This design comes from an exercise in tuning for small area, a short achievable clock period and few clock cycles per item on the open sky130 flow, not from production work.
Only simulation tests tie the RTL to the original design; equivalence was not proved.
No activity file was given, so power comes from the tool's default toggle rates.

$ cat design/flow/config.mk
export PLATFORM = sky130hd
export DESIGN_NAME = round_robin_tick_scheduler
export DESIGN_NICKNAME = round_robin_tick_scheduler
export VERILOG_FILES = /design/flow/design.v
export SDC_FILE = /design/flow/constraint.sdc
export NUM_CORES = 4
export LEC_CHECK = 0
export CAP_MARGIN = 20
export CORE_MARGIN = 2
export CORE_UTILIZATION = 40
export CTS_CLUSTER_DIAMETER = 100
export CTS_CLUSTER_SIZE = 20
export PLACE_DENSITY = 0.6
export SETUP_SLACK_MARGIN = 2.5
export SLEW_MARGIN = 20
$ cat design/flow/run.sh
#!/bin/bash
# synth_recipe.tcl (not shown) runs the flow's synth.tcl, then flattens the netlist and writes it again
# the make line also repeats each setting of config.mk as NAME=value (left out here)
make -C /OpenROAD-flow-scripts/flow DESIGN_CONFIG=/design/flow/config.mk WORK_HOME=/design/flow/orfs CLKGATE_MAP_FILE= SYNTH_SCRIPT=/design/flow/synth_recipe.tcl finish
$ cat design/flow/constraint.sdc
create_clock -name core_clock -period 5.0 [get_ports {clock}]
set_input_delay 1.0000 -clock core_clock [delete_from_list [all_inputs] [get_ports {clock}]]
set_output_delay 1.0000 -clock core_clock [all_outputs]
set_load 0.01 [all_outputs]
$ cat design/flow/design.v
`timescale 1ns / 1ps
package rrts_pkg;
   localparam int TIME_W  = 16;
   localparam int BURST_W = 16;
   localparam int TASK_W  = 5;
   localparam logic [TIME_W-1:0] TIME_MAX = {TIME_W{1'b1}};
   localparam logic OP_LOAD = 1'b0;
   localparam logic OP_TICK = 1'b1;
   typedef logic [TIME_W-1:0]  time_type;
   typedef logic [BURST_W-1:0] burst_type;
   typedef logic [TASK_W-1:0]  task_type;
   typedef struct packed {
      logic empty;
      logic full;
   } fifo_status_type;
endpackage
`timescale 1ns / 1ps
module rrts_task_table #(
   parameter int MAX_TASKS = 32,
   parameter int IW        = 5
) (
   input  logic                 clock,
   input  logic [MAX_TASKS-1:0] arr_we,
   input  rrts_pkg::time_type   arr_wdata,
   input  logic [MAX_TASKS-1:0] rem_we,
   input  rrts_pkg::burst_type  rem_wdata,
   input  rrts_pkg::time_type   cmp_time,
   output logic [MAX_TASKS-1:0] arr_match,
   input  logic [IW-1:0]        rem_rd_addr,
   output rrts_pkg::burst_type  rem_rdata
);
   rrts_pkg::time_type  arrival_mem   [MAX_TASKS];
   rrts_pkg::burst_type remaining_mem [MAX_TASKS];
   always_ff @(posedge clock) begin
      for (int i = 0; i < MAX_TASKS; i++) begin
         if (arr_we[i]) begin
            arrival_mem[i] <= arr_wdata;
         end
         if (rem_we[i]) begin
            remaining_mem[i] <= rem_wdata;
         end
      end
   end
   always_comb begin
      for (int i = 0; i < MAX_TASKS; i++) begin
         arr_match[i] = (arrival_mem[i] == cmp_time);
      end
   end
   assign rem_rdata = remaining_mem[rem_rd_addr];
endmodule
`timescale 1ns / 1ps
module rrts_ready_fifo #(
   parameter int MAX_TASKS = 32,
   parameter int IW        = 5,
   parameter int CW        = 6
) (
   input  logic           clock,
   input  logic           reset,
   input  logic           pop,
   input  logic [1:0]     npush,
   input  logic [IW-1:0]  push_a,
   input  logic [IW-1:0]  push_b,
   output logic [IW-1:0]  head,
   output logic [IW-1:0]  second,
   output logic           empty,
   output logic           multi,
   output logic [IW-1:0]  second_in,    
   output logic           multi_in      
);
   logic [IW-1:0]        q_ff [MAX_TASKS];
   logic [MAX_TASKS-1:0] vld_ff;
   logic [MAX_TASKS+1:0] vx;       
   assign empty  = !vld_ff[0];
   assign multi  = vld_ff[1];
   assign head   = q_ff[0];
   assign second = q_ff[1];
   assign vx     = {1'b0, vld_ff, 1'b1};
   logic [IW-1:0] q_in [MAX_TASKS];
   always_comb begin
      for (int k = 0; k < MAX_TASKS; k++) begin
         if (pop) begin
            if (vx[k + 2]) begin
               q_in[k] = q_ff[(k + 1) % MAX_TASKS];
            end else if (vx[k + 1]) begin
               q_in[k] = push_a;
            end else begin
               q_in[k] = push_b;
            end
         end else begin
            if (vx[k + 1]) begin
               q_in[k] = q_ff[k];
            end else if (vx[k]) begin
               q_in[k] = push_a;
            end else begin
               q_in[k] = push_b;
            end
         end
      end
   end
   always_ff @(posedge clock) begin
      for (int k = 0; k < MAX_TASKS; k++) begin
         q_ff[k] <= q_in[k];
      end
   end
   assign second_in = q_in[1];
   logic [MAX_TASKS-1:0] vld_dn, vld_up1, vld_up2;
   assign vld_dn  = {1'b0, vld_ff[MAX_TASKS-1:1]};
   assign vld_up1 = {vld_ff[MAX_TASKS-2:0], 1'b1};
   assign vld_up2 = {vld_ff[MAX_TASKS-3:0], 2'b11};
   logic [MAX_TASKS-1:0] vld_in;
   always_comb begin
      case ({pop, npush})
         3'b100:         vld_in = vld_dn;
         3'b001, 3'b110: vld_in = vld_up1;
         3'b010:         vld_in = vld_up2;
         default:        vld_in = vld_ff;
      endcase
   end
   assign multi_in = vld_in[1];
   always_ff @(posedge clock) begin
      if (reset) begin
         vld_ff <= '0;
      end else begin
         vld_ff <= vld_in;
      end
   end
endmodule
`timescale 1ns / 1ps
module round_robin_tick_scheduler #(
   parameter int MAX_TASKS = 32
) (
   input  logic                 clock,
   input  logic                 reset,
   input  logic                 req_valid,
   output logic                 req_ready,
   input  logic                 req_operation,
   input  logic [15:0]          req_arrival_time,
   input  logic [15:0]          req_burst_length,
   output logic                 rsp_valid,
   input  logic                 rsp_ready,
   output logic [4:0]           rsp_task_index,
   output logic                 rsp_idle,
   output logic                 rsp_finished,
   output logic [15:0]          rsp_slot_time
);
   localparam int IW = (MAX_TASKS > 1) ? $clog2(MAX_TASKS) : 1;
   localparam int CW = $clog2(MAX_TASKS + 1);
   localparam logic [CW-1:0] FULL_CNT = CW'(MAX_TASKS);
   typedef struct packed {
      logic [MAX_TASKS-1:0] mask;
      logic                 any;
      logic                 more;
      logic [IW-1:0]        low;
   } arr_set_type;
   function automatic arr_set_type encode(logic [MAX_TASKS-1:0] m);
      arr_set_type r;
      r.mask = m;
      r.any  = 1'b0;
      r.more = 1'b0;
      r.low  = '0;
      for (int i = MAX_TASKS - 1; i >= 0; i--) begin
         if (m[i]) begin
            r.more = r.any;
            r.any  = 1'b1;
            r.low  = IW'(i);
         end
      end
      encode = r;
   endfunction
   logic                p_vld_ff;
   logic                p_op_ff;
   logic                p_arr0_ff;    
   rrts_pkg::time_type  p_arr_ff;
   rrts_pkg::burst_type p_len_ff;
   logic [CW-1:0]       loaded_ff;
   rrts_pkg::time_type  x1_ff, x2_ff, x3_ff;    
   logic                x1v_ff, x2v_ff, x3v_ff;  
   logic                tzero_ff;
   arr_set_type         arr1_ff;
   logic [MAX_TASKS-1:0] arr2_ff;
   logic                stall_ff;
   logic                rj_vld_ff;
   logic [IW-1:0]       rj_idx_ff;
   rrts_pkg::burst_type head_rem_ff;
   logic                rsp_valid_ff;
   rrts_pkg::task_type  rsp_task_ff;
   logic                rsp_idle_ff;
   logic                rsp_fin_ff;
   rrts_pkg::time_type  rsp_slot_ff;
   logic                skid_vld_ff;
   rrts_pkg::task_type  skid_task_ff;
   logic                skid_idle_ff;
   logic                skid_fin_ff;
   logic                p_go;
   logic                is_tick;
   logic                is_load;
   logic                load_ok;
   logic                load_arr0;
   logic                eq1, eq2;
   logic [MAX_TASKS-1:0] ld_sel;
   logic [MAX_TASKS-1:0] run_sel;
   logic [MAX_TASKS-1:0] lmask;
   logic [MAX_TASKS-1:0] arr_match;
   logic [MAX_TASKS-1:0] rem_we;
   rrts_pkg::burst_type rem_wdata;
   rrts_pkg::burst_type rem_rdata;
   logic [IW-1:0]       rem_rd_addr;
   rrts_pkg::burst_type rem_dec;
   logic [IW-1:0]       head;
   logic [IW-1:0]       second;
   logic                q_empty;
   logic                q_multi;
   logic                pop;
   logic [1:0]          npush;
   logic [IW-1:0]       push_a;
   logic [IW-1:0]       push_b;
   logic                ran;
   logic                head_last;
   logic                fin;
   logic                rejoin;
   logic                step;
   logic                stall_in;
   logic                consume_more;
   rrts_pkg::time_type  slot_time;
   logic go_ff;
   logic p_vld_in;
   logic p_op_in;
   logic skid_vld_in;
   assign p_go      = go_ff;
   assign req_ready = !p_vld_ff || go_ff;
   assign p_vld_in  = req_ready ? req_valid : p_vld_ff;
   assign p_op_in   = req_ready ? req_operation : p_op_ff;
   always_ff @(posedge clock) begin
      if (reset) begin
         p_vld_ff <= 1'b0;
         go_ff    <= 1'b0;
      end else begin
         p_vld_ff <= p_vld_in;
         go_ff    <= p_vld_in && !stall_in && (!p_op_in || !skid_vld_in);
      end
   end
   always_ff @(posedge clock) begin
      if (req_ready) begin
         p_arr0_ff <= (req_arrival_time == '0);
         p_op_ff  <= req_operation;
         p_arr_ff <= req_arrival_time;
         p_len_ff <= req_burst_length;
      end
   end
   assign is_tick   = p_go && (p_op_ff == rrts_pkg::OP_TICK);
   assign is_load   = p_go && (p_op_ff == rrts_pkg::OP_LOAD);
   assign load_ok   = is_load && !loaded_ff[CW-1];    
   assign load_arr0 = load_ok && tzero_ff && p_arr0_ff;
   assign eq1       = x1v_ff && (p_arr_ff == x1_ff);
   assign eq2       = x2v_ff && (p_arr_ff == x2_ff);
   assign pop       = is_tick && !q_empty;
   assign ran       = pop;
   assign head_last = (head_rem_ff[15:1] == '0);
   assign fin       = ran && head_last;
   assign rejoin    = ran && !head_last;
   assign rem_dec   = (head_rem_ff == '0) ? '0 : head_rem_ff - 1'b1;
   always_comb begin
      for (int i = 0; i < MAX_TASKS; i++) begin
         ld_sel[i]  = load_ok && (loaded_ff[IW-1:0] == IW'(i));
         run_sel[i] = ran && (head == IW'(i));
         lmask[i]   = (CW'(i) < loaded_ff);
      end
   end
   assign rem_we      = ld_sel | run_sel;
   assign rem_wdata   = is_load ? p_len_ff : rem_dec;
   logic [IW-1:0] rd_addr_ff;
   logic [IW-1:0] second_in;
   logic          multi_in;
   arr_set_type   arr1_in;
   assign rem_rd_addr = rd_addr_ff;
   rrts_task_table #(
      .MAX_TASKS (MAX_TASKS),
      .IW        (IW)
   ) u_table (
      .clock       (clock),
      .arr_we      (ld_sel),
      .arr_wdata   (p_arr_ff),
      .rem_we      (rem_we),
      .rem_wdata   (rem_wdata),
      .cmp_time    (x3_ff),
      .arr_match   (arr_match),
      .rem_rd_addr (rem_rd_addr),
      .rem_rdata   (rem_rdata)
   );
   always_comb begin
      npush        = 2'd0;
      push_a       = head;
      push_b       = head;
      stall_in     = 1'b0;
      consume_more = 1'b0;
      if (stall_ff) begin
         push_a = arr1_ff.low;
         push_b = rj_idx_ff;
         if (arr1_ff.more) begin
            npush        = 2'd1;
            stall_in     = 1'b1;
            consume_more = 1'b1;
         end else begin
            npush = rj_vld_ff ? 2'd2 : 2'd1;
         end
      end else if (is_tick) begin
         if (arr1_ff.any) begin
            push_a = arr1_ff.low;
            if (arr1_ff.more) begin
               npush        = 2'd1;
               stall_in     = 1'b1;
               consume_more = 1'b1;
            end else begin
               npush = rejoin ? 2'd2 : 2'd1;
            end
         end else begin
            npush = rejoin ? 2'd1 : 2'd0;
         end
      end else if (load_arr0) begin
         push_a = loaded_ff[IW-1:0];
         npush  = 2'd1;
      end
   end
   assign step = (is_tick || stall_ff) && !consume_more;
   rrts_ready_fifo #(
      .MAX_TASKS (MAX_TASKS),
      .IW        (IW),
      .CW        (CW)
   ) u_fifo (
      .clock  (clock),
      .reset  (reset),
      .pop    (pop),
      .npush  (npush),
      .push_a (push_a),
      .push_b (push_b),
      .head   (head),
      .second (second),
      .empty     (q_empty),
      .multi     (q_multi),
      .second_in (second_in),
      .multi_in  (multi_in)
   );
   always_comb begin
      arr1_in = arr1_ff;
      if (consume_more) begin
         arr1_in = encode(arr1_ff.mask & ~(MAX_TASKS'(1) << arr1_ff.low));
      end else if (step) begin
         arr1_in = encode(arr2_ff);
      end else if (load_ok && eq1) begin
         arr1_in.mask = arr1_ff.mask | ld_sel;
         arr1_in.any  = 1'b1;
         arr1_in.more = arr1_ff.any;
         if (!arr1_ff.any) begin
            arr1_in.low = loaded_ff[IW-1:0];
         end
      end
   end
   always_ff @(posedge clock) begin
      if (reset) begin
         loaded_ff <= '0;
         x1_ff     <= 16'd1;
         x2_ff     <= 16'd2;
         x3_ff     <= 16'd3;
         x1v_ff    <= 1'b1;
         x2v_ff    <= 1'b1;
         x3v_ff    <= 1'b1;
         tzero_ff  <= 1'b1;
         stall_ff  <= 1'b0;
         arr1_ff   <= '0;
         arr2_ff   <= '0;
         rd_addr_ff <= '0;
      end else begin
         if (load_ok) begin
            loaded_ff <= loaded_ff + 1'b1;
         end
         if (step) begin
            tzero_ff <= 1'b0;
            if (x1v_ff) begin
               x1_ff  <= x2_ff;
               x2_ff  <= x3_ff;
               x3_ff  <= x3_ff + 1'b1;
               x1v_ff <= x2v_ff;
               x2v_ff <= x3v_ff;
               x3v_ff <= x3v_ff && (x3_ff != rrts_pkg::TIME_MAX);
            end
         end
         stall_ff <= stall_in;
         arr1_ff  <= arr1_in;
         rd_addr_ff <= multi_in ? second_in : arr1_in.low;
         if (step) begin
            arr2_ff <= x3v_ff ? (arr_match & lmask) : '0;
         end else if (load_ok && eq2) begin
            arr2_ff <= arr2_ff | ld_sel;
         end
      end
   end
   always_ff @(posedge clock) begin
      if (is_tick) begin
         rj_vld_ff <= rejoin;
         rj_idx_ff <= head;
      end
      if (is_tick) begin
         if (q_multi || arr1_ff.any) begin
            head_rem_ff <= rem_rdata;
         end else if (rejoin) begin
            head_rem_ff <= rem_dec;
         end
      end else if (load_arr0 && q_empty) begin
         head_rem_ff <= p_len_ff;
      end
   end
   logic take;
   assign take      = rsp_valid_ff && rsp_ready;
   assign slot_time = x1v_ff ? (x1_ff - 1'b1) : rrts_pkg::TIME_MAX;
   always_comb begin
      skid_vld_in = skid_vld_ff;
      if (skid_vld_ff) begin
         if (take) skid_vld_in = 1'b0;
      end else if (is_tick && rsp_valid_ff && !take) begin
         skid_vld_in = 1'b1;
      end
   end
   always_ff @(posedge clock) begin
      if (reset) begin
         rsp_valid_ff <= 1'b0;
         skid_vld_ff  <= 1'b0;
      end else begin
         if (skid_vld_ff) begin
            rsp_valid_ff <= 1'b1;
         end else if (is_tick) begin
            rsp_valid_ff <= 1'b1;
         end else if (take) begin
            rsp_valid_ff <= 1'b0;
         end
         skid_vld_ff <= skid_vld_in;
      end
   end
   always_ff @(posedge clock) begin
      if (skid_vld_ff) begin
         if (take) begin
            rsp_task_ff <= skid_task_ff;
            rsp_idle_ff <= skid_idle_ff;
            rsp_fin_ff  <= skid_fin_ff;
            rsp_slot_ff <= (rsp_slot_ff == rrts_pkg::TIME_MAX) ? rsp_slot_ff
                                                              : rsp_slot_ff + 1'b1;
         end
      end else if (is_tick) begin
         if (!rsp_valid_ff || take) begin
            rsp_task_ff <= q_empty ? '0 : head;
            rsp_idle_ff <= q_empty;
            rsp_fin_ff  <= fin;
            rsp_slot_ff <= slot_time;
         end else begin
            skid_task_ff <= q_empty ? '0 : head;
            skid_idle_ff <= q_empty;
            skid_fin_ff  <= fin;
         end
      end
   end
   assign rsp_valid      = rsp_valid_ff;
   assign rsp_task_index = rsp_task_ff;
   assign rsp_idle       = rsp_idle_ff;
   assign rsp_finished   = rsp_fin_ff;
   assign rsp_slot_time  = rsp_slot_ff;
endmodule
==> summary.txt <==
==> state kept, by name, indices dropped and copies added, names as in the netlist, 6 cells and up <==
register,flops
x1_ff,16
u_table.remaining_mem,512
loaded_ff,6
arr2_ff,32
rsp_slot_ff,16
head_rem_ff,16
x3_ff,16
arr1_ff,39
u_table.arrival_mem,512
x2_ff,16
p_len_ff,16
u_fifo.q_ff,160
u_fifo.vld_ff,32
p_arr_ff,16
==> per-stage QoR <==
stage / hold slack [ns] / instances / instance area [sq um]
floorplan: 0.444 / 5006 / 62300
global placement: 0.470 / 6945 / 65700
detailed placement: 0.468 / 6945 / 65700
CTS: 0.490 / 7232 / 71400
global route: 0.501 / 7322 / 73000
finish: 0.487 / 7322 / 73000
==> final timing paths <==
kind	from	endpoint	slack, ns
min	x2_ff[8]	x2_ff[8]	0.49
max reg2reg	p_arr_ff[3]	rd_addr_ff[1]	2.09
max	p_arr_ff[3]	rd_addr_ff[1]	2.09
min reg2reg	x2_ff[8]	x2_ff[8]	0.49
==> synth_stat cells (10+ instances only) <==
library cell / count / share of area [%]
a211oi_1: 182 / 2.2
a21o_1: 10 / 0.12
a21oi_1: 321 / 2.6
a222oi_1: 29 / 0.47
a22oi_1: 256 / 3.1
and3_1: 22 / 0.22
buf_1: 39 / 0.24
clkbuf_1: 291 / 1.8
dfxtp_1: 327 / 11
edfxtp_1: 1114 / 54
ha_1: 10 / 0.20
inv_1: 61 / 0.37
mux2_2: 12 / 0.22
mux2i_1: 163 / 2.6
nand2_1: 350 / 2.1
nand2b_1: 28 / 0.28
nand3_1: 50 / 0.40
nand4_1: 133 / 1.3
nor2_1: 378 / 2.3
nor2b_1: 11 / 0.11
nor3_1: 89 / 0.72
nor4_1: 83 / 0.84
o2111ai_1: 12 / 0.17
o211ai_1: 40 / 0.48
o21a_1: 10 / 0.12
o21ai_0: 169 / 1.4
o311ai_0: 11 / 0.16
or3_1: 29 / 0.29
xnor2_1: 406 / 5.7
xor2_1: 193 / 2.7
==> routing by layer <==
layer / share of wire, % / global-route usage [%] / wire [microns]
met1: 41 / 35.4 / 86000
met4: 3.5 / 7.46 / 7250
met3: 8.9 / 4.11 / 18500
met5: 0 / 0 / 0
met2: 46 / 40.4 / 95900
==> power groups by stage <==
| stage | clock network (mW) | registers (mW) | logic, mW |
|---|---|---|---|
| global route | 7.63 | 14.1 | 4.39 |
| global placement | 0 | 14.3 | 3.22 |
| finish | 7.13 | 14.1 | 4.04 |
| detailed placement | 0 | 14.3 | 3.29 |
| CTS | 7.22 | 14.0 | 3.86 |
| floorplan | 0 | 14.2 | 2.27 |
==> placed cells by master, fill, tap and decap left out, types with 16 or more instances in the layout <==
cell type and instances:
mux2i_1 157, o21ai_2 37, a222oi_1 29, a22oi_1 251, clkdlybuf4s50_1 35, nand2_1 327
dfxtp_4 31, o21ai_4 16, edfxtp_1 1114, nor4_4 16, clkbuf_16 88, buf_4 296
nor2_4 27, nand3_1 41, nor2_1 338, nor3_1 68, nor4_2 16, buf_6 39
xnor2_1 405, or3_1 25, clkbuf_1 30, a21oi_1 312, clkinvlp_4 31, xor2_1 192
inv_1 26, dfxtp_1 282, o21ai_0 111, buf_12 55, nand2b_1 21, nor4_1 55
a211oi_1 168, nand4_1 133, o211ai_1 40, and3_1 19
==> worst max-delay path: stages (launching register included) <==
cell	delay [ns]
edfxtp_1	0.44
buf_12	0.16
xnor2_4	0.27
nand2_4	0.16
nor4b_4	0.22
nor4bb_2	0.24
buf_4	0.24
mux2i_2	0.25
nor2_1	0.08
or4b_1	0.49
o221a_1	0.21
==> kinds of logic after synthesis <==
| kind of cell | after synthesis |
|---|---|
| xor gates and xnor gates | 599 |
| buffers and inverters | 397 |
| and+or+nand+nor | 1234 |
| DFF | 1441 |
| adders and majority gates | 14 |
| AOI/OAI and AO/OA | 1146 |
| muxes | 175 |
==> final cells by class <==
class,count,share of cell area (%)
clock buffers,114,3.00
well taps,2044,3.50
flip-flops and latches,1441,55.0
inverters,63,0.483
multi-input cells,3179,31.2
clock inverters,10,0.257
repair buffers,471,6.60
==> timing repair <==
action | in CTS | in global routing
gates resized for setup | 462 | 151
endpoints found under the hold margin | 0 | 0
endpoints found under the setup margin | 1897 | 716
cloned | 14 | 10
buffers inserted | 149 | 79
pin swaps | 61 | 60
==> flow_summary.json <==
{
  "crit_fanout": 5,
  "syn_area_per_cell_sq_um": 12.4,
  "ff2ff_path_depth": 10,
  "intPower_mw": 18.4,
  "synth_top_family_by_area": "compound AO/OA/AOI/OAI gates",
  "n_fill_cell": 13500,
  "fp-row-count": 144,
  "max_freq_mhz": 344,
  "pwr-share-comb_pct": 16.0,
  "end_kind": "flop",
  "worst_ep_required_time_ns": 5.62,
  "clk_pin_slew_worst_paths_ns": 0.09,
  "period_minus_slack_ns": 2.91,
  "status": "complete, no violations",
  "antenna_found_initial": 1,
  "grt_first_pass_wirelength_microns": 293000,
  "swShare_pct": 27.2,
  "drv_cap": 0,
  "synth.distinct_cells": 82,
  "p_total_mw": 25.2,
  "ant_nets": 0,
  "synth_compound_area_share_pct": 12.2,
  "synthCells": 5006,
  "dp_slack_ns": 1.31,
  "dp_hpwl_microns": 120000,
  "ff_latch_area_sq_um": 40100,
  "first_global_vias": 41100,
  "hold_depth": 2,
  "antenna_cells": 0,
  "drcViolationCount": 0,
  "muxShareOfSynthArea_pct": 2.85,
  "num_vias": 43900,
  "track_usage_pct": 25.3,
  "hold_buffers": 0,
  "clock_sinks": 1441,
  "die_h_microns": 398,
  "grt_max_degree": 101,
  "num_io_pins": 62,
  "synth_fa_ha_area_share_pct": 0.266,
  "cellPowerDensity_nw_per_um2": 346,
  "worst_setup_path_start_kind": "flop",
  "nets": 5285,
  "die_area_sq_um": 158000,
  "syn-cell-area_sq_um": 62100,
  "synthesis.nets": 5053,
  "post-route-util_pct": 47.4,
  "cts_buffers": 82,
  "start_util_pct": 40.3,
  "core_area_sq_um": 154000,
  "fin_ws_ns": 2.09,
  "post_drt_wl_per_cell_microns": 28.4,
  "vdd_drop_max_uv": 322,
  "drive_above_1_share_pct": 17.2,
  "cts_tree": "built",
  "crit_arrival_ns": 3.53,
  "numPortBuffers": 61,
  "root_buffer": "clkbuf_16",
  "ys_seq_elements": 1441,
  "yosysSeqAreaShare_pct": 64.4,
  "yosysWarningCount": 7,
  "clock_latency_ns": 0.76,
  "drt-total-wl_microns": 208000,
  "multi_input_area_sq_um": 22800,
  "slew_viol_final": 0,
  "gp_congestion": 0.963,
  "maxSlewHeadroom_pct": 28.9,
  "sequentialPowerShare_pct": 55.7,
  "finalSetupViolCount": 0,
  "async_flop_share_pct": 0,
  "setup_tns_ns": 0,
  "yosys_most_used_dff": "edfxtp_1",
  "leakagePower_nw": 24.6,
  "hold_violations": 0,
  "p_sw_mw": 6.87,
  "synth-simple-area-share_pct": 9.41,
  "fin_skew_ns": 0.0391,
  "dr.pass1.iters": 7,
  "htreeDepth": 3,
  "period_share_pct": 58.2,
  "rsz0062_at_grt": "true",
  "grt_remaining_overflow": 0,
  "crit_type": "reg2reg",
  "worst_pin_slew_ns": 1.06,
  "area_growth_syn_to_layout_pct": 17.6,
  "drt_iter0_markers": 5726,
  "synth_xor_xnor_area_share_pct": 8.45,
  "clk_path_buf_depth": 3,
  "avgViaCountPerCell": 6.00,
  "power_frac_clock_pct": 28.3,
  "hold_class": "reg2reg",
  "synth-edff-count": 1114,
  "dieWidth_microns": 398
}
Testbench counts, summed over its fixed seeds: cycles 3,508, ticks 3,200.

[separate check: timing with driven ports]
No port has a modelled driver above. Below, the same layout with a new extraction and two added sets of constraints.
Step 1, drivers: a clkbuf_16 drives clock and a buf_2 each remaining input, both assumed.
Step 2, shift: input delay + t, output delay - t, t = (earliest + latest rising clock arrival at the registers) / 2. This alone moves slack from input paths to output paths.
a / b / c = ideal / step 1 / step 2; a / b = the first two.
t (ns): 0.821
setup slack, ns: 2.089 / 2.089 / 2.089
worst hold slack (ns): 0.487 / 0.487 / 0.487
worst slew at a driven data input, ns: 0.08
pins driven straight from the clock port: 1
After both steps this run still meets setup and hold. For this run, drivers alone change the setup slack by 0.000 ns; drivers and shift together by 0.000 ns.
